This is an optimization exercise on Yosys and OpenROAD, whose aim is small area, a short achievable clock period and few clock cycles, not a production implementation. In this exercise RTL edits were held to simulation tests only and were not proved equivalent to the original.

==> flow/design.v, too long to show whole: its modules and the start of the top module <==
// module euler_fa: 4 lines
// module euler_booth_enc: 15 lines
// module euler_mac: 1422 lines
// module euler_mac_cs: 1426 lines
// module euler_mac_a: 1296 lines
// module euler_mac_b: 268 lines
// module euler_axis: 61 lines
// module euler_step: 83 lines
module euler_step
#(
  parameter int N    = fixed_pkg::N_DEF,
  parameter int AXES = fixed_pkg::AXES_DEF
) (
  input  logic              clk,
  input  logic              rst_n,
  input  logic              in_valid,
  output logic              in_ready,
  input  logic [N*AXES-1:0] in_pos,
  input  logic [N*AXES-1:0] in_vel,
  input  logic [N*AXES-1:0] in_acc,
  input  logic [N-1:0]      in_dt,
  output logic              out_valid,
  input  logic              out_ready,
  output logic [N*AXES-1:0] out_pos,
  output logic [N*AXES-1:0] out_vel,
  output logic [31:0]       step_cnt
);
  // ...
==> flow/flow/run.sh <==
#!/bin/bash
# Standard ORFS layout (the standard.sh, unchanged synthesis), but with timing repair
# aimed at a tighter setup target: SETUP_SLACK_MARGIN asks repair_timing for that much
# slack at the design's own clock and constraints (constraint.sdc is not changed).
set -euo pipefail
MARGIN=$(cat flow/margin.txt)
bash standard.sh SETUP_SLACK_MARGIN=$MARGIN TNS_END_PERCENT=100 finish > run_make.log 2>&1
==> flow/flow/margin.txt <==
14.5
==> flow/standard.sh <==
#!/bin/bash
# synth_recipe.tcl (not shown) runs the flow's synth.tcl, then flattens the netlist and writes it again
# the make line also repeats each setting of config.mk as NAME=value (left out here)
make -C /OpenROAD-flow-scripts/flow DESIGN_CONFIG=/design/flow/config.mk WORK_HOME=/design/flow/orfs CLKGATE_MAP_FILE= SYNTH_SCRIPT=/design/flow/synth_recipe.tcl "${@:-finish}"
==> flow/config.mk <==
export PLATFORM = sky130hd
export DESIGN_NAME = euler_step
export DESIGN_NICKNAME = euler_step
export VERILOG_FILES = /design/flow/design.v
export SDC_FILE = /design/flow/constraint.sdc
export NUM_CORES = 4
export LEC_CHECK = 0
export CAP_MARGIN = 20
export CORE_MARGIN = 2
export CORE_UTILIZATION = 40
export SLEW_MARGIN = 20
export SYNTH_HIERARCHICAL = 1
==> flow/constraint.sdc <==
create_clock -name core_clock -period 20.0 [get_ports {clk}]
set_input_delay 4.0000 -clock core_clock [delete_from_list [all_inputs] [get_ports {clk}]]
set_output_delay 4.0000 -clock core_clock [all_outputs]
set_load 0.01 [all_outputs]
==> results.txt, run 1 <==
Place
The global placer's final weighted congestion is 0.908.

Worst setup path
Data on the critical path is required at its endpoint by 20.68 ns.

Layout
Sequential cells placed in the final layout were counted as 1587. The fraction of final cell area spent on non-clock buffers in this run is 0.0601. Measured on the finished design, the core utilization comes to 0.442. Counting the inverters off the clock network in the layout gives 47.

Global routing
Across every metal layer, demand over resource in global routing totals 0.272. Entering global routing, the biggest net connects about 150 pins.

Yosys
The most used flip-flop cell after synthesis is edfxtp_1. The number of enable flip-flop cells after synthesis is 1548. Yosys mapped the design onto 83 distinct sky130hd cell types. By area the synthesized netlist is led by fa_1 30%, edfxtp_1 27%, xnor2_1 14%, a22oi_1 11%, ha_1 3.6%. The average instance in the mapped netlist occupies 12.4 um^2. During synthesis, Yosys emitted a total of 8 warnings.

Clocking
The clock root buffer is clkbuf_16. Post-CTS timing repair inserted 129 buffers for setup.

Routing
The routed design uses 72.7 mm of met3 wire. The number of vias per cell after detailed routing is 6.22. The met1 layer wirelength in the final routing is 239 mm. After detailed routing, the average wire length per cell comes to 32.0 um.

Min path
The worst hold path belongs to the class flip-flop to flip-flop.

STA
The clock arrives with between 0.08 and 0.09 ns of skew. The worst hold slack is 0.402 ns.

Status
The run finished with no timing, DRC or antenna violations.
Testbench counts, summed over its fixed seeds: cycles 4,128.
==> run 2: changes to the inputs <==
==> flow/flow/margin.txt (replaced) <==
14.0
==> results.txt, run 2 <==
Status
Status: finished clean (unchanged).

Routing
The routed length per placed instance is 31.7 um (was 32.0 um). The final wirelength is 608 mm (was 615 mm). The count of unresolved DRC violations after routing was 0 (unchanged). The starting DRC count in detailed routing is 14900 (was 15400). The remaining antenna violation count came to 0 (unchanged). The number of vias per cell after detailed routing is 6.21 (was 6.22). The detailed-route via count is 119000 (was 120000).

The number of iterations in the first detailed-routing pass is 10 (was 8).

STA
The setup skew after layout was 0.0905 ns (was 0.0890 ns). The number of max-slew violations in the final report is 0 (unchanged). The number of failing hold endpoints at the final stage is 0 (unchanged).

RSZ-0062 raised after global routing: true (unchanged). The clock period minus final worst setup slack was 5.97 ns (was 5.84 ns). The post-route fraction of the period consumed by the critical path came to 0.299 (was 0.292). The final setup violation count came to 0 (unchanged). The total negative setup slack is 0 ns (unchanged). The worst slew slack as a fraction of its limit is 0.192 (was 0.190). The slew of the pin with the lowest slew margin was 1.21 ns (was 1.22 ns). The fmax is 167 MHz (was 171 MHz).

Clocking
The number of levels in the clock H-tree is 4 (unchanged). The CTS buffer count came to 194 (unchanged). The source-to-sink clock delay at the later pin of the worst-skew pair was 0.98 ns (was 0.97 ns).

The sink count of the clock tree is 1587 (unchanged). The clock slew at the register clock pins of the worst setup and hold paths is 0.06 ns (about the same). The maximum root-to-sink buffer count is 4 (unchanged). The clock root buffer was clkbuf_16 (unchanged).

The TritonCTS clock tree is yes (unchanged).

Job
The number of maximum-capacitance violations is 0 (unchanged).

Yosys
The cell count after synthesis is 14100 (unchanged). The share of the yosys chip area belonging to registers is 0.273 (unchanged). Most instantiated cells after synthesis: 2846 x xnor2_1, 2640 x a22oi_1, 2598 x fa_1, 1548 x edfxtp_1, 885 x clkbuf_1 (unchanged). The proportion of synthesized flip-flops having asynchronous set or reset came to 0.0246 (unchanged). The cell taking the most area after synthesis is fa_1 (unchanged).

Cell types occupying the most area after synthesis: fa_1 30%, edfxtp_1 27%, xnor2_1 14%, a22oi_1 11%, ha_1 3.6% (unchanged). The fraction of post-synthesis cell area in the top cell type by area is 0.300 (unchanged). The number of synthesis warnings is 8 (unchanged). The number of enable flip-flop cells after synthesis came to 1548 (unchanged). The post-synth design cell area is 0.174 mm^2 (unchanged). The average size of a mapped cell is 12.4 um^2 (unchanged). The flip-flop and latch count after synthesis is 1587 (unchanged).

The most repeated cell in the gate-level netlist after synthesis is xnor2_1 (unchanged). The number of different library cells in the post-synthesis netlist is 83 (unchanged). The dominant register cell in the synthesized netlist was edfxtp_1 (unchanged).

Die
The area of the die was 0.439 mm^2 (unchanged). The number of rows created at floorplan came to 241 (unchanged). The placeable core area is 0.432 mm^2 (unchanged). The initial core utilization was 0.402 (unchanged).

The boundary pin count is 550 (unchanged). The overall die height is 663 um (unchanged). The x dimension of the die is 663 um (unchanged).

Layout
The fraction of final layout cells sized beyond drive strength 1 came to 0.0954 (was 0.138). The most common cell after layout, fill and taps aside was xnor2_1 (unchanged). The footprint of the multi-input gates is 0.117 mm^2 (was 0.118 mm^2).

The flip-flop count of the largest register, all copies and words added came to 390 (unchanged). The filler-free cell count of the finished design is 19100 (was 19300). The sequential cell area is 0.0475 mm^2 (unchanged). The number of nets in the final layout was 16700 (was 16800). The final-layout fill cell count came to 39300 (was 39100). The area added between synthesis and finish came to 8.68% (was 9.89%).

The largest register by flop count is g_axis.u_axis.t2_px (unchanged). Most frequent cells in the layout: 2800 x xnor2_1, 2636 x a22oi_1, 2592 x fa_1, 1548 x edfxtp_1, 530 x clkdlybuf4s50_1 (was 2783 x xnor2_1, 2587 x a22oi_1, 2442 x fa_1, 1548 x edfxtp_1, 459 x ha_1).

Worst setup path
The delay contributed by the slowest stage of the critical path is 0.92 ns (was 0.77 ns). The source of the critical timing path is one0[7] (was one1[4]). The type of destination of the critical path is a flip-flop (unchanged). The arrival time of the worst setup path is 6.62 ns (was 6.51 ns). The top fanout value on the critical path is 43 (was 45).

Sequence of cells on the critical path: buf_6 -> buf_4 -> nand2_1 -> xnor2_1 -> fa_1 -> fa_1 -> fa_1 -> fa_1 -> ha_1 -> and4_1 -> nand4_1 -> o21ai_1 (was buf_4 -> buf_4 -> a22oi_1 -> xnor2_1 -> fa_1 -> fa_1 -> fa_1 -> fa_1 -> ha_1 -> and4_1 -> a221oi_2 -> o21ai_1). The type of the worst setup path is flip-flop to flip-flop (unchanged). The data required time at the worst endpoint is 20.65 ns (was 20.68 ns). The type of origin of the critical path is a flip-flop (unchanged). The cell with the most instances on the worst path was fa_1 (unchanged).

The origin of the critical flop-to-flop path was one0[7] (was one1[4]). The slowest library cell on the worst path is edfxtp_1 (unchanged).

Min path
The type of the worst min-delay path is flip-flop to flip-flop (unchanged). The launch point of the worst hold path is g_axis[0].u_axis.s0_pos[6] (unchanged).

Place
The count of buffers inserted at the top-level ports came to 549 (unchanged). The detailed-placement wirelength estimate is 388 mm (unchanged). The global placer's final weighted congestion came to 0.908 (unchanged). The cell total after placement is 18700 (unchanged).

Global routing
The first-pass GRT wire length is 879 mm (was 888 mm). The global-route congestion overflow total came to 0 (unchanged). The number of antenna violations at the first check in global routing came to 37 (unchanged). The pin count of the biggest net entering global routing came to 149 (unchanged).

The via count of the first global-routing pass was 125000 (was 126000). The total global routing track utilization is 0.269 (was 0.272).
==> run 2: logic make-up after synthesis <==
family,synth area share
AND/OR/NAND/NOR,0.0197
XOR/XNOR,0.151
buffers and inverters,0.0638
other,0.000130
multiplexers,0.0134
AO/OA/AOI/OAI,0.144
adder cells (fa/ha/maj),0.335
flip-flops,0.273
==> run 2: critical path: cells and delay by family, from the launching register on <==
| kind | cells | cell delay, ns |
|---|---|---|
| and+or+nand+nor | 3 | 0.45 |
| adders and majority gates | 5 | 2.23 |
| buffers and inverters | 2 | 1.20 |
| DFF | 1 | 0.92 |
| xor gates and xnor gates | 1 | 0.17 |
| AOI/OAI and AO/OA | 1 | 0.59 |
==> run 2: timing repair <==
action / 4_1_cts / 5_1_grt
endpoints found under the setup margin: 223 / 240
buffers inserted: 20 / 62
pin swaps: 14 / 52
resized for setup: 107 / 153
gates cloned: 3 / 12
hold buffers: 0 / 0
==> run 2: final cells by class <==
type	count	area share
well taps	5710	0.0379
repair buffers	1051	0.0554
inverters	47	0.000955
flip-flops and latches	1587	0.252
clock inverters	128	0.00745
clock buffers	227	0.0269
diodes	17	0.000225
multi-input cells	10400	0.620
==> run 2: Yosys stat by module, one instance, submodules excluded <==
module,cells,copies in the design,flops+latches
euler_fa,1,2592,0
euler_mac_b,223,3,0
euler_mac_cs,1300,3,0
euler_mac_a,1366,3,0
euler_booth_enc,78,1,0
euler_axis,825,3,484
euler_step,245,1,135
==> run 2: stage by stage <==
stage	hold WS [ns]	setup WS (ns)	instance area [um^2]	utilization
3_5_place_dp	0.405	12.87	180000	0.417
4_1_cts	0.404	13.78	187000	0.434
6_report	0.402	14.03	189000	0.437
3_3_place_gp	0.404	12.91	180000	0.417
5_1_grt	0.407	13.83	189000	0.437
2_1_floorplan	0.400	8.98	174000	-
==> run 2: final timing paths <==
check,to,depth (start not counted),slack (ns)
worst max register to register,g_axis[1].u_axis.t1_vc,12,14.03
min in group asynchronous,rdy_q,1,3.19
worst max-delay path,g_axis[1].u_axis.t1_vc,12,14.03
worst min register to register,g_axis[0].u_axis.t1_pos[6],0,0.40
max in group asynchronous,go_q,1,16.19
worst min-delay path,g_axis[0].u_axis.t1_pos[6],0,0.40
==> run 2: layer usage <==
metal  GRT usage  vias to the layer above  share of wire
met2       0.403                     8079           0.43
met3      0.0749                     1753           0.12
li1            -                    47600              -
met5           0                        -        0.00030
met1       0.356                    61500           0.39
met4       0.138                       28          0.059
==> run 3: changes to the inputs <==
==> flow/flow/margin.txt (replaced) <==
15.0
==> results.txt, run 3 <==
Die
The overall die height is 663 um (unchanged). The area of the die came to 0.439 mm^2 (unchanged). The x dimension of the die is 663 um (unchanged). The number of rows created at floorplan is 241 (unchanged). The placeable core area is 0.432 mm^2 (unchanged).

The initial core utilization is 0.402 (unchanged). The boundary pin count is 550 (unchanged).

Yosys
The post-synth design cell area came to 0.174 mm^2 (unchanged). The dominant register cell in the synthesized netlist was edfxtp_1 (unchanged). The average size of a mapped cell was 12.4 um^2 (unchanged). Most instantiated cells after synthesis: 2846 x xnor2_1, 2640 x a22oi_1, 2598 x fa_1, 1548 x edfxtp_1, 885 x clkbuf_1 (unchanged). The share of the yosys chip area belonging to registers is 0.273 (unchanged). The fraction of post-synthesis cell area in the top cell type by area is 0.300 (unchanged). The number of synthesis warnings came to 8 (unchanged).

The number of different library cells in the post-synthesis netlist came to 83 (unchanged). The proportion of synthesized flip-flops having asynchronous set or reset is 0.0246 (unchanged). The most repeated cell in the gate-level netlist after synthesis is xnor2_1 (unchanged). The flip-flop and latch count after synthesis is 1587 (unchanged). The cell count after synthesis is 14100 (unchanged).

Cell types occupying the most area after synthesis: fa_1 30%, edfxtp_1 27%, xnor2_1 14%, a22oi_1 11%, ha_1 3.6% (unchanged). The cell taking the most area after synthesis is fa_1 (unchanged). The number of enable flip-flop cells after synthesis is 1548 (unchanged).

Worst setup path
The type of origin of the critical path was a flip-flop (unchanged). The arrival time of the worst setup path was 6.55 ns (was 6.62 ns). The number of cells traversed by the worst register-to-register path was 13 (was 12). The type of the worst setup path is flip-flop to flip-flop (unchanged). The type of destination of the critical path is a flip-flop (unchanged).

The top fanout value on the critical path is 45 (was 43). The setup slack of the worst register-to-register path is 14.12 ns (was 14.03 ns). The data required time at the worst endpoint came to 20.67 ns (was 20.65 ns).

Status
Status: finished clean (unchanged).

Layout
The area added between synthesis and finish came to 12.9% (was 8.68%). The fraction of final layout cells sized beyond drive strength 1 came to 0.187 (was 0.0954). The flip-flop count of the largest register, all copies and words added is 390 (unchanged).

The post-route standard cell area excluding fillers is 0.196 mm^2 (was 0.189 mm^2). The core occupancy in the finished layout is 0.454 (was 0.437). The filler-free cell count of the finished design is 19400 (was 19100).

The most common cell after layout, fill and taps aside is xnor2_1 (unchanged). The number of nets in the final layout was 16900 (was 16700). The final-layout fill cell count was 38500 (was 39300).

Most frequent cells in the layout: 2719 x xnor2_1, 2460 x a22oi_1, 2122 x fa_1, 1548 x edfxtp_1, 476 x fa_2 (was 2800 x xnor2_1, 2636 x a22oi_1, 2592 x fa_1, 1548 x edfxtp_1, 530 x clkdlybuf4s50_1). The largest register by flop count was g_axis.u_axis.t2_px (unchanged).

Clocking
The maximum root-to-sink buffer count was 4 (unchanged). The CTS buffer count came to 194 (unchanged). The clock root buffer was clkbuf_16 (unchanged). The sink count of the clock tree is 1587 (unchanged). The clock slew at the register clock pins of the worst setup and hold paths is 0.06 ns (about the same). The TritonCTS clock tree is yes (unchanged).

The number of levels in the clock H-tree is 4 (unchanged). The hold buffer count at CTS is 0 (unchanged). The source-to-sink clock delay at the later pin of the worst-skew pair was 0.98 ns (about the same).

Place
The count of buffers inserted at the top-level ports was 549 (unchanged). The cell total after placement is 18700 (unchanged). The detailed-placement wirelength estimate is 388 mm (unchanged).

The global placer's final weighted congestion is 0.908 (unchanged). The instance area after placement is 0.180 mm^2 (unchanged).

Routing
The starting DRC count in detailed routing came to 15700 (was 14900). The remaining antenna violation count was 0 (unchanged). The routed length per placed instance is 32.7 um (was 31.7 um). The number of vias per cell after detailed routing was 6.26 (was 6.21). The detailed-route via count came to 122000 (was 119000). The count of unresolved DRC violations after routing is 0 (unchanged).

The number of iterations in the first detailed-routing pass is 7 (was 10). The final wirelength is 636 mm (was 608 mm).

STA
The number of failing hold endpoints at the final stage was 0 (unchanged). The setup skew after layout came to 0.0872 ns (was 0.0905 ns). The total negative setup slack is 0 ns (unchanged). RSZ-0062 raised after global routing: true (unchanged). The clock period minus final worst setup slack came to 5.88 ns (was 5.97 ns). The number of max-slew violations in the final report came to 0 (unchanged). The fmax is 170 MHz (was 167 MHz).

The worst hold slack was 0.403 ns (was 0.402 ns). The post-route fraction of the period consumed by the critical path came to 0.294 (was 0.299). The worst slew slack as a fraction of its limit came to 0.170 (was 0.192). The slew of the pin with the lowest slew margin is 1.25 ns (was 1.21 ns).

The final setup violation count is 0 (unchanged).

Global routing
The via count of the first global-routing pass is 127000 (was 125000). The total global routing track utilization was 0.277 (was 0.269). The number of antenna violations at the first check in global routing is 31 (was 37). The pin count of the biggest net entering global routing is 149 (unchanged). The global-route congestion overflow total is 0 (unchanged). The first-pass GRT wire length is 902 mm (was 879 mm).

Min path
The instance count along the most critical hold path is 0 (unchanged). The type of the worst min-delay path was flip-flop to flip-flop (unchanged).

Job
The number of maximum-capacitance violations came to 0 (unchanged).
run 3: final cells by class:
class / count / area (um^2) / share of cell area
Multi-Input combinational cell: 10400 / 120000 / 0.613
Inverter: 47 / 180 / 0.000919
Timing Repair Buffer: 1310 / 14400 / 0.0737
Tap cell: 5710 / 7140 / 0.0365
Antenna cell: 19 / 47.5 / 0.000243
Clock inverter: 128 / 1410 / 0.00717
Sequential cell: 1587 / 47500 / 0.242
Clock buffer: 227 / 5070 / 0.0259
run 3: through the flow:
| step | setup WS [ns] |
|---|---|
| after floorplan | 8.98 |
| after global placement | 12.91 |
| after detailed placement | 12.87 |
| after CTS | 14.18 |
| after global routing | 14.00 |
| final | 14.12 |
run 3: Yosys stat by module, one instance, submodules excluded, a selection:
| module | copies in the design | cells inside | flip-flops and latches |
|---|---|---|---|
| euler_mac_cs | 3 | 1300 | 0 |
| euler_mac_b | 3 | 223 | 0 |
| euler_booth_enc | 1 | 78 | 0 |
| euler_mac_a | 3 | 1366 | 0 |
| euler_step | 1 | 245 | 135 |
| euler_axis | 3 | 825 | 484 |
run 3: worst paths after layout:
path / from / to
worst max register to register: two1[0] / g_axis[0].u_axis.t2_pc
worst min-delay path: g_axis[0].u_axis.s0_pos[6] / g_axis[0].u_axis.t1_pos[6]
worst min register to register: g_axis[0].u_axis.s0_pos[6] / g_axis[0].u_axis.t1_pos[6]
worst max-delay path: two1[0] / g_axis[0].u_axis.t2_pc
max in group asynchronous: rst_n / sk_valid
min in group asynchronous: rst_n / rdy_q
run 3: metal layers:
metal,wire [um],part of all wire,GRT usage,vias up
met5,161,0.00025,0,-
met4,43000,0.068,0.153,26
met3,75400,0.12,0.0838,2013
met2,274000,0.43,0.411,8456
met1,243000,0.38,0.362,62900
li1,-,-,-,48200
run 3: cell families (layout without fill, tap and decap cells):
kind of cell | after synthesis | count (layout) | share of synthesized area
buf+inv | 2139 | 1712 | 0.0638
mux | 207 | 207 | 0.0134
flops | 1587 | 1587 | 0.273
fa+ha+maj | 3091 | 3091 | 0.335
simple gates | 662 | 663 | 0.0197
compound gates | 3376 | 3376 | 0.144
xor+xnor | 2989 | 2991 | 0.151
other cells | 6 | 73 | 0.000130
run 3: repair_timing:
action / CTS / global route
pin swaps: 530 / 426
setup buffers: 187 / 98
setup endpoints to repair: 898 / 657
gates cloned: 44 / 28
gates resized for setup: 1897 / 592
run 3: critical path: stages (launching register included):
cell	delay, ns
edfxtp_1	0.80
buf_4	0.64
buf_6	0.51
a22oi_1	0.18
xnor2_1	0.19
fa_1	0.60
fa_1	0.44
fa_1	0.52
fa_1	0.42
ha_1	0.29
and2_1	0.15
a221o_1	0.31
a221oi_2	0.26
o21ai_1	0.11
==> run 4: changes to the inputs <==
--- a/flow/config.mk
+++ b/flow/config.mk
@@ -9,3 +9,3 @@
 export CORE_MARGIN = 2
-export CORE_UTILIZATION = 40
+export CORE_UTILIZATION = 55
 export SLEW_MARGIN = 20
==> results.txt, run 4 <==
Status
Status: finished with violations (was finished clean). The reasons given for failing layout checks are slew limit.

Yosys
The average size of a mapped cell is 12.4 um^2 (unchanged). The flip-flop and latch count after synthesis is 1587 (unchanged). Cell types occupying the most area after synthesis: fa_1 30%, edfxtp_1 27%, xnor2_1 14%, a22oi_1 11%, ha_1 3.6% (unchanged).

The dominant register cell in the synthesized netlist is edfxtp_1 (unchanged). The number of enable flip-flop cells after synthesis is 1548 (unchanged). The proportion of synthesized flip-flops having asynchronous set or reset was 0.0246 (unchanged). Most instantiated cells after synthesis: 2846 x xnor2_1, 2640 x a22oi_1, 2598 x fa_1, 1548 x edfxtp_1, 885 x clkbuf_1 (unchanged). The post-synth design cell area was 0.174 mm^2 (unchanged). The number of different library cells in the post-synthesis netlist was 83 (unchanged).

The cell count after synthesis is 14100 (unchanged). The most repeated cell in the gate-level netlist after synthesis is xnor2_1 (unchanged). The fraction of post-synthesis cell area in the top cell type by area is 0.300 (unchanged).

The number of synthesis warnings is 8 (unchanged). The share of the yosys chip area belonging to registers is 0.273 (unchanged). The cell taking the most area after synthesis was fa_1 (unchanged).

Layout
The most common cell after layout, fill and taps aside is xnor2_1 (unchanged). Most frequent cells in the layout: 2758 x xnor2_1, 2533 x a22oi_1, 2185 x fa_1, 1548 x edfxtp_1, 452 x ha_1 (was 2719 x xnor2_1, 2460 x a22oi_1, 2122 x fa_1, 1548 x edfxtp_1, 476 x fa_2). The largest register by flop count is g_axis.u_axis.t2_px (unchanged).

The fraction of final layout cells sized beyond drive strength 1 is 0.172 (was 0.187). The number of nets in the final layout is 16900 (about the same). The flip-flop count of the largest register, all copies and words added came to 390 (unchanged). The final-layout fill cell count came to 24400 (was 38500).

The area added between synthesis and finish is 11.3% (was 12.9%).

Clocking
The clock slew at the register clock pins of the worst setup and hold paths is 0.06 ns (about the same). The sink count of the clock tree was 1587 (unchanged). The maximum root-to-sink buffer count is 4 (unchanged). The number of levels in the clock H-tree was 4 (unchanged). The hold buffer count at CTS is 0 (unchanged). The CTS buffer count is 186 (was 194). The TritonCTS clock tree is yes (unchanged). The clock root buffer is clkbuf_16 (unchanged). The source-to-sink clock delay at the later pin of the worst-skew pair is 0.94 ns (was 0.98 ns).

STA
The number of max-slew violations in the final report is 35 (was 0). The clock period minus final worst setup slack is 5.96 ns (was 5.88 ns). The post-route fraction of the period consumed by the critical path was 0.298 (was 0.294).

The total negative setup slack is 0 ns (unchanged). The final setup violation count is 0 (unchanged). The worst slew slack as a fraction of its limit is -0.104 (was 0.170). The slew of the pin with the lowest slew margin is 1.66 ns (was 1.25 ns).

The worst hold slack came to 0.398 ns (was 0.403 ns). The number of failing hold endpoints at the final stage came to 0 (unchanged). The fmax is 168 MHz (was 170 MHz). The setup skew after layout was 0.0606 ns (was 0.0872 ns).

RSZ-0062 raised after global routing: true (unchanged).

Routing
The final wirelength is 655 mm (was 636 mm). The starting DRC count in detailed routing is 18600 (was 15700). The detailed-route via count is 126000 (was 122000). The remaining antenna violation count is 0 (unchanged). The number of iterations in the first detailed-routing pass was 10 (was 7). The routed length per placed instance is 36.7 um (was 32.7 um). The number of vias per cell after detailed routing is 7.06 (was 6.26). The count of unresolved DRC violations after routing is 0 (unchanged).

Die
The x dimension of the die came to 566 um (was 663 um). The initial core utilization is 0.552 (was 0.402). The number of rows created at floorplan is 206 (was 241). The area of the die is 0.320 mm^2 (was 0.439 mm^2). The placeable core area came to 0.314 mm^2 (was 0.432 mm^2).

The overall die height is 566 um (was 663 um). The boundary pin count is 550 (unchanged).

Worst setup path
The top fanout value on the critical path is 33 (was 45). The cell with the most instances on the worst path was fa_1 (unchanged). The data required time at the worst endpoint is 20.66 ns (was 20.67 ns). The type of the worst setup path is flip-flop to flip-flop (unchanged). The type of origin of the critical path is a flip-flop (unchanged).

The setup slack of the worst register-to-register path is 14.04 ns (was 14.12 ns). The delay contributed by the slowest stage of the critical path was 0.60 ns (was 0.80 ns). The slowest library cell on the worst path was fa_1 (was edfxtp_1). The arrival time of the worst setup path is 6.62 ns (was 6.55 ns). The number of cells traversed by the worst register-to-register path was 18 (was 13). The destination of the worst register-to-register timing path is g_axis[2].u_axis.t2_pc (was g_axis[0].u_axis.t2_pc).

The type of destination of the critical path is a flip-flop (unchanged). Sequence of cells on the critical path: fa_2 -> a211o_1 -> a211oi_2 -> o21a_2 -> buf_4 -> a21oi_1 -> xor2_4 -> clkbuf_8 -> a22oi_2 -> xnor2_1 -> ha_1 -> fa_1 -> fa_1 -> fa_1 -> ha_1 -> and4_1 -> a221oi_2 -> o21ai_1 (was buf_4 -> buf_6 -> a22oi_1 -> xnor2_1 -> fa_1 -> fa_1 -> fa_1 -> fa_1 -> ha_1 -> and2_1 -> a221o_1 -> a221oi_2 -> o21ai_1). The source of the critical timing path was g_axis[2].u_axis.t1_vc (was two1[0]). The origin of the critical flop-to-flop path is g_axis[2].u_axis.t1_vc (was two1[0]).

Min path
The launch point of the worst hold path is g_axis[2].u_axis.s0_pos[3] (was g_axis[0].u_axis.s0_pos[6]). The instance count along the most critical hold path is 0 (unchanged). The type of the worst min-delay path is flip-flop to flip-flop (unchanged).

The hold-critical path endpoint is g_axis[2].u_axis.t1_pos[3] (was g_axis[0].u_axis.t1_pos[6]).

Global routing
The global-route congestion overflow total came to 0 (unchanged). The total global routing track utilization is 0.394 (was 0.277). The number of antenna violations at the first check in global routing was 31 (unchanged). The pin count of the biggest net entering global routing is 151 (was 149). The first-pass GRT wire length is 928 mm (was 902 mm). The via count of the first global-routing pass is 135000 (was 127000).

Job
The number of maximum-capacitance violations is 0 (unchanged).

Place
The count of buffers inserted at the top-level ports is 549 (unchanged). The detailed-placement wirelength estimate is 376 mm (was 388 mm). The global placer's final weighted congestion is 0.927 (was 0.908).
[run 4: cells by family (layout without fill, tap and decap cells)]
logic type / Yosys count / after routing / synth area share
xor+xnor: 2989 / 2989 / 0.151
buf+inv: 2139 / 1692 / 0.0638
other cells: 6 / 64 / 0.000130
simple gates: 662 / 663 / 0.0197
compound gates: 3376 / 3376 / 0.144
fa+ha+maj: 3091 / 3091 / 0.335
mux: 207 / 207 / 0.0134
flops: 1587 / 1587 / 0.273
[run 4: worst max-delay path: cells and delay by family (launching register included)]
| kind | cells | cell delay, ns |
|---|---|---|
| adders and majority gates | 6 | 2.66 |
| AOI/OAI and AO/OA | 7 | 1.50 |
| buffers and inverters | 2 | 0.47 |
| DFF | 1 | 0.43 |
| xor gates and xnor gates | 2 | 0.32 |
| and+or+nand+nor | 1 | 0.24 |
[run 4: layout make-up]
| type | instances | area (um^2) | area share |
|---|---|---|---|
| well taps | 4160 | 5200 | 0.0269 |
| flip-flops and latches | 1587 | 47500 | 0.246 |
| diodes | 10 | 25.0 | 0.000129 |
| repair buffers | 1308 | 15000 | 0.0774 |
| clock inverters | 130 | 1330 | 0.00686 |
| clock buffers | 207 | 4750 | 0.0246 |
| inverters | 47 | 180 | 0.000932 |
| multi-input cells | 10400 | 119000 | 0.617 |
[run 4: metal layers]
layer  global-route usage  share of wire  vias to the layer above
li1                     -              -                    48200
met1                0.517           0.37                    64300
met2                0.575           0.42                    10600
met3                0.144           0.15                     2755
met4                0.201          0.068                       34
met5             0.000297        0.00056                        -
[run 4: worst max-delay path by stage]
stage,end,slack [ns],depth (start not counted)
3_3_place_gp,g_axis[2].u_axis.t2_pc,12.76,19
4_1_cts,g_axis[0].u_axis.t2_pc,14.21,18
3_5_place_dp,g_axis[2].u_axis.t2_pc,12.82,19
6_report,g_axis[2].u_axis.t2_pc,14.04,18
5_1_grt,g_axis[2].u_axis.t2_pc,13.93,18
2_1_floorplan,g_axis[0].u_axis.s0_acc[0],8.98,1
[run 4: timing repair]
item / 4_1_cts / 5_1_grt
cloned: 51 / 39
pin swaps: 501 / 219
resized for setup: 1953 / 305
setup buffers: 180 / 103
setup endpoints to repair: 909 / 622
[run 4: per-module statistics from Yosys, one instance, submodules excluded]
| module | flip-flops and latches | times used |
|---|---|---|
| euler_axis | 484 | 3 |
| euler_booth_enc | 0 | 1 |
| euler_fa | 0 | 2592 |
| euler_mac_a | 0 | 3 |
| euler_mac_b | 0 | 3 |
| euler_mac_cs | 0 | 3 |
| euler_step | 135 | 1 |
[run 4: per-stage QoR]
step	instance area, um^2	cells	utilization	setup slack [ns]
2_1_floorplan	174000	14100	-	8.98
3_3_place_gp	178000	17100	0.566	12.76
3_5_place_dp	178000	17100	0.566	12.82
4_1_cts	190000	17700	0.604	14.21
5_1_grt	193000	17800	0.614	13.93
6_report	193000	17800	0.615	14.04
==> run 5: changes to the inputs <==
==> flow/flow/margin.txt (replaced) <==
14.5
==> results.txt, run 5 <==
Yosys
The cell count after synthesis was 14100 (unchanged). The proportion of synthesized flip-flops having asynchronous set or reset was 0.0246 (unchanged). The share of the yosys chip area belonging to registers was 0.273 (unchanged). The cell taking the most area after synthesis is fa_1 (unchanged). Most instantiated cells after synthesis: 2846 x xnor2_1, 2640 x a22oi_1, 2598 x fa_1, 1548 x edfxtp_1, 885 x clkbuf_1 (unchanged). The average size of a mapped cell is 12.4 um^2 (unchanged). The dominant register cell in the synthesized netlist is edfxtp_1 (unchanged). The number of enable flip-flop cells after synthesis is 1548 (unchanged). The fraction of post-synthesis cell area in the top cell type by area is 0.300 (unchanged). The number of different library cells in the post-synthesis netlist is 83 (unchanged). The flip-flop and latch count after synthesis came to 1587 (unchanged). The most repeated cell in the gate-level netlist after synthesis is xnor2_1 (unchanged). The post-synth design cell area was 0.174 mm^2 (unchanged). The number of synthesis warnings is 8 (unchanged). Cell types occupying the most area after synthesis: fa_1 30%, edfxtp_1 27%, xnor2_1 14%, a22oi_1 11%, ha_1 3.6% (unchanged).

Clocking
The CTS buffer count is 186 (unchanged). The sink count of the clock tree was 1587 (unchanged). The hold buffer count at CTS came to 0 (unchanged). The clock root buffer is clkbuf_16 (unchanged). The TritonCTS clock tree is yes (unchanged). The source-to-sink clock delay at the later pin of the worst-skew pair was 0.94 ns (about the same). The clock slew at the register clock pins of the worst setup and hold paths is 0.06 ns (about the same). The number of levels in the clock H-tree is 4 (unchanged). The maximum root-to-sink buffer count is 4 (unchanged).

Job
The number of maximum-capacitance violations is 0 (unchanged).

Place
The global placer's final weighted congestion was 0.927 (unchanged). The cell total after placement is 17100 (unchanged). The count of buffers inserted at the top-level ports was 549 (unchanged). The instance area after placement is 0.178 mm^2 (unchanged). The detailed-placement wirelength estimate is 376 mm (unchanged).

Layout
The sequential cell area is 0.0475 mm^2 (unchanged). Most frequent cells in the layout: 2758 x xnor2_1, 2559 x a22oi_1, 2338 x fa_1, 1548 x edfxtp_1, 454 x ha_1 (was 2758 x xnor2_1, 2533 x a22oi_1, 2185 x fa_1, 1548 x edfxtp_1, 452 x ha_1). The filler-free cell count of the finished design is 17700 (was 17800). The final-layout fill cell count is 24900 (was 24400). The fraction of final layout cells sized beyond drive strength 1 was 0.150 (was 0.172). The largest register by flop count is g_axis.u_axis.t2_px (unchanged). The most common cell after layout, fill and taps aside is xnor2_1 (unchanged). The footprint of the multi-input gates is 0.119 mm^2 (about the same). The area added between synthesis and finish is 9.14% (was 11.3%). The number of nets in the final layout is 16800 (was 16900).

The post-route standard cell area excluding fillers is 0.189 mm^2 (was 0.193 mm^2). The flip-flop count of the largest register, all copies and words added is 390 (unchanged).

Min path
The instance count along the most critical hold path came to 0 (unchanged). The launch point of the worst hold path was g_axis[2].u_axis.s0_pos[3] (unchanged). The type of the worst min-delay path is flip-flop to flip-flop (unchanged).

Global routing
The number of antenna violations at the first check in global routing is 24 (was 31). The via count of the first global-routing pass is 134000 (was 135000). The pin count of the biggest net entering global routing is 151 (unchanged). The total global routing track utilization is 0.385 (was 0.394).

The global-route congestion overflow total is 0 (unchanged). The first-pass GRT wire length came to 911 mm (was 928 mm).

STA
The worst slew slack as a fraction of its limit is 0.0989 (was -0.104). The total negative setup slack came to 0 ns (unchanged). The clock period minus final worst setup slack is 5.88 ns (was 5.96 ns). The setup skew after layout is 0.0653 ns (was 0.0606 ns). The number of failing hold endpoints at the final stage is 0 (unchanged). RSZ-0062 raised after global routing: true (unchanged). The slew of the pin with the lowest slew margin came to 1.35 ns (was 1.66 ns). The final setup violation count is 0 (unchanged). The worst hold slack was 0.395 ns (was 0.398 ns). The post-route fraction of the period consumed by the critical path is 0.294 (was 0.298). The fmax was 170 MHz (was 168 MHz). The number of max-slew violations in the final report was 0 (was 35).

Routing
The number of vias per cell after detailed routing came to 7.00 (was 7.06). The remaining antenna violation count is 0 (unchanged). The final wirelength is 629 mm (was 655 mm). The detailed-route via count is 124000 (was 126000). The number of iterations in the first detailed-routing pass is 10 (unchanged). The starting DRC count in detailed routing came to 17800 (was 18600).

The count of unresolved DRC violations after routing was 0 (unchanged). The routed length per placed instance is 35.6 um (was 36.7 um).

Status
Status: finished clean (was finished with violations).

Die
The x dimension of the die came to 566 um (unchanged). The number of rows created at floorplan is 206 (unchanged). The initial core utilization is 0.552 (unchanged). The boundary pin count is 550 (unchanged). The placeable core area was 0.314 mm^2 (unchanged). The area of the die is 0.320 mm^2 (unchanged). The overall die height is 566 um (unchanged).

Worst setup path
The kind of cell adding the most delay to the critical path is adder cells (unchanged). The data required time at the worst endpoint came to 20.66 ns (about the same). The source of the critical timing path was g_axis[2].u_axis.t1_vc (unchanged). The number of cells traversed by the worst register-to-register path is 18 (unchanged). The type of origin of the critical path is a flip-flop (unchanged).

The cell with the most instances on the worst path is fa_1 (unchanged). Sequence of cells on the critical path: fa_2 -> a211o_1 -> a211oi_2 -> o21a_2 -> buf_12 -> a21oi_1 -> xor2_4 -> clkbuf_8 -> a22oi_2 -> xnor2_1 -> ha_1 -> fa_1 -> fa_1 -> fa_1 -> ha_1 -> and4_1 -> a221oi_2 -> o21ai_1 (was fa_2 -> a211o_1 -> a211oi_2 -> o21a_2 -> buf_4 -> a21oi_1 -> xor2_4 -> clkbuf_8 -> a22oi_2 -> xnor2_1 -> ha_1 -> fa_1 -> fa_1 -> fa_1 -> ha_1 -> and4_1 -> a221oi_2 -> o21ai_1). The origin of the critical flop-to-flop path is g_axis[2].u_axis.t1_vc (unchanged). The top fanout value on the critical path is 33 (unchanged).

The critical path depth in cells was 18 (unchanged). The count of buffer and inverter cells on the critical path was 2 (unchanged). The type of destination of the critical path is a flip-flop (unchanged). The delay contributed by the slowest stage of the critical path was 0.60 ns (about the same).

The arrival time of the worst setup path is 6.54 ns (was 6.62 ns). The slowest library cell on the worst path was fa_1 (unchanged). The type of the worst setup path is flip-flop to flip-flop (unchanged).
run 5: cell counts after synthesis:
Identical to the previous run, type by type.
run 5: cell type report:
class / instances / share of cell area
clock inverter: 130 / 0.00700
inverter: 47 / 0.000951
timing repair buffer: 1162 / 0.0623
multi-input combinational: 10400 / 0.627
sequential: 1587 / 0.251
tap: 4160 / 0.0275
clock buffer: 207 / 0.0251
antenna: 7 / 0.0000925
run 5: worst paths after layout:
path | slack, ns | endpoint
setup / recovery | 14.12 | g_axis[2].u_axis.t2_pc
setup reg to reg | 14.12 | g_axis[2].u_axis.t2_pc
min in group asynchronous | 3.19 | cnt_q[1]
hold reg to reg | 0.40 | g_axis[2].u_axis.t1_pos[3]
max in group asynchronous | 16.19 | go_q
hold / removal | 0.40 | g_axis[2].u_axis.t1_pos[3]
run 5: cells by family (layout without fill, tap and decap cells):
logic type | count (synthesis) | after routing | share of synthesized area
flip-flops | 1587 | 1587 | 0.273
other | 6 | 61 | 0.000130
AO/OA/AOI/OAI | 3376 | 3376 | 0.144
multiplexers | 207 | 207 | 0.0134
XOR/XNOR | 2989 | 2989 | 0.151
buffers and inverters | 2139 | 1546 | 0.0638
adder cells (fa/ha/maj) | 3091 | 3091 | 0.335
AND/OR/NAND/NOR | 662 | 663 | 0.0197
run 5: layer usage:
metal | GRT usage | share of wire | vias to the layer above
met5 | 0 | 0.00043 | -
met4 | 0.189 | 0.058 | 26
met3 | 0.136 | 0.14 | 2370
met2 | 0.565 | 0.43 | 10000
met1 | 0.508 | 0.37 | 63600
li1 | - | - | 47800
run 5: what timing repair did:
action | CTS | global route
pin swaps | 223 | 279
setup buffers | 123 | 61
setup endpoints to repair | 703 | 425
gates cloned | 22 | 20
resized for setup | 1349 | 473
run 5: worst reg2reg max path, cell delays in order, from the launching register on:
cell and delay [ns]:
edfxtp_1 0.43, fa_2 0.43, a211o_1 0.34, a211oi_2 0.31, o21a_2 0.25, buf_12 0.12
a21oi_1 0.12, xor2_4 0.15, clkbuf_8 0.34, a22oi_2 0.19, xnor2_1 0.17, ha_1 0.35
fa_1 0.49, fa_1 0.60, fa_1 0.46, ha_1 0.32, and4_1 0.24, a221oi_2 0.23
o21ai_1 0.10
run 5: through the flow:
step	setup WS (ns)	util
6_report	14.12	0.603
5_1_grt	13.94	0.603
4_1_cts	14.21	0.593
3_5_place_dp	12.82	0.566
3_3_place_gp	12.76	0.566
2_1_floorplan	8.98	-
run 5: Yosys stat by module, one instance, submodules excluded:
| module | times used | area [um^2] | flip-flops and latches | cells inside |
|---|---|---|---|---|
| euler_axis | 3 | 17200 | 484 | 825 |
| euler_mac_a | 3 | 10200 | 0 | 1366 |
| euler_mac_cs | 3 | 9740 | 0 | 1300 |
| euler_step | 1 | 4610 | 135 | 245 |
| euler_mac_b | 3 | 1680 | 0 | 223 |
| euler_booth_enc | 1 | 544 | 0 | 78 |
| euler_fa | 2592 | 20.0 | 0 | 1 |

[what the ideal ports hide]
In the flow no input, the clock included, has a driving cell. The finished layouts below were timed again as built, in two steps.
Step 1: set_driving_cell puts a clkbuf_16 on clk and a buf_2 on each other input, an assumption about the parent block.
Step 2 also shifts input and output timing later by t, the mid clock arrival at the registers, as if the neighbouring blocks saw the same clock.
Slacks: ideal ports / drivers / drivers and shift; pairs: ideal ports / drivers.
| run | t (ns) | setup slack, ns | worst register clock-pin slew, ns | pins driven straight from the clock port |
|---|---|---|---|---|
| run 1 | 1.053 | 14.162 / 14.072 / 13.655 | 0.08 / 0.08 | 1 |
| run 2 | 1.049 | 14.027 / 13.945 / 13.216 | 0.08 / 0.08 | 1 |
| run 3 | 1.051 | 14.116 / 14.077 / 14.116 | 0.08 / 0.08 | 1 |
| run 4 | 1.025 | 14.036 / 14.036 / 14.036 | 0.09 / 0.09 | 1 |
| run 5 | 1.023 | 14.118 / 14.118 / 13.712 | 0.08 / 0.08 | 1 |
The setup slack of run 2, which loses most, moves by -0.082 ns with the drivers and by -0.811 ns with both steps.
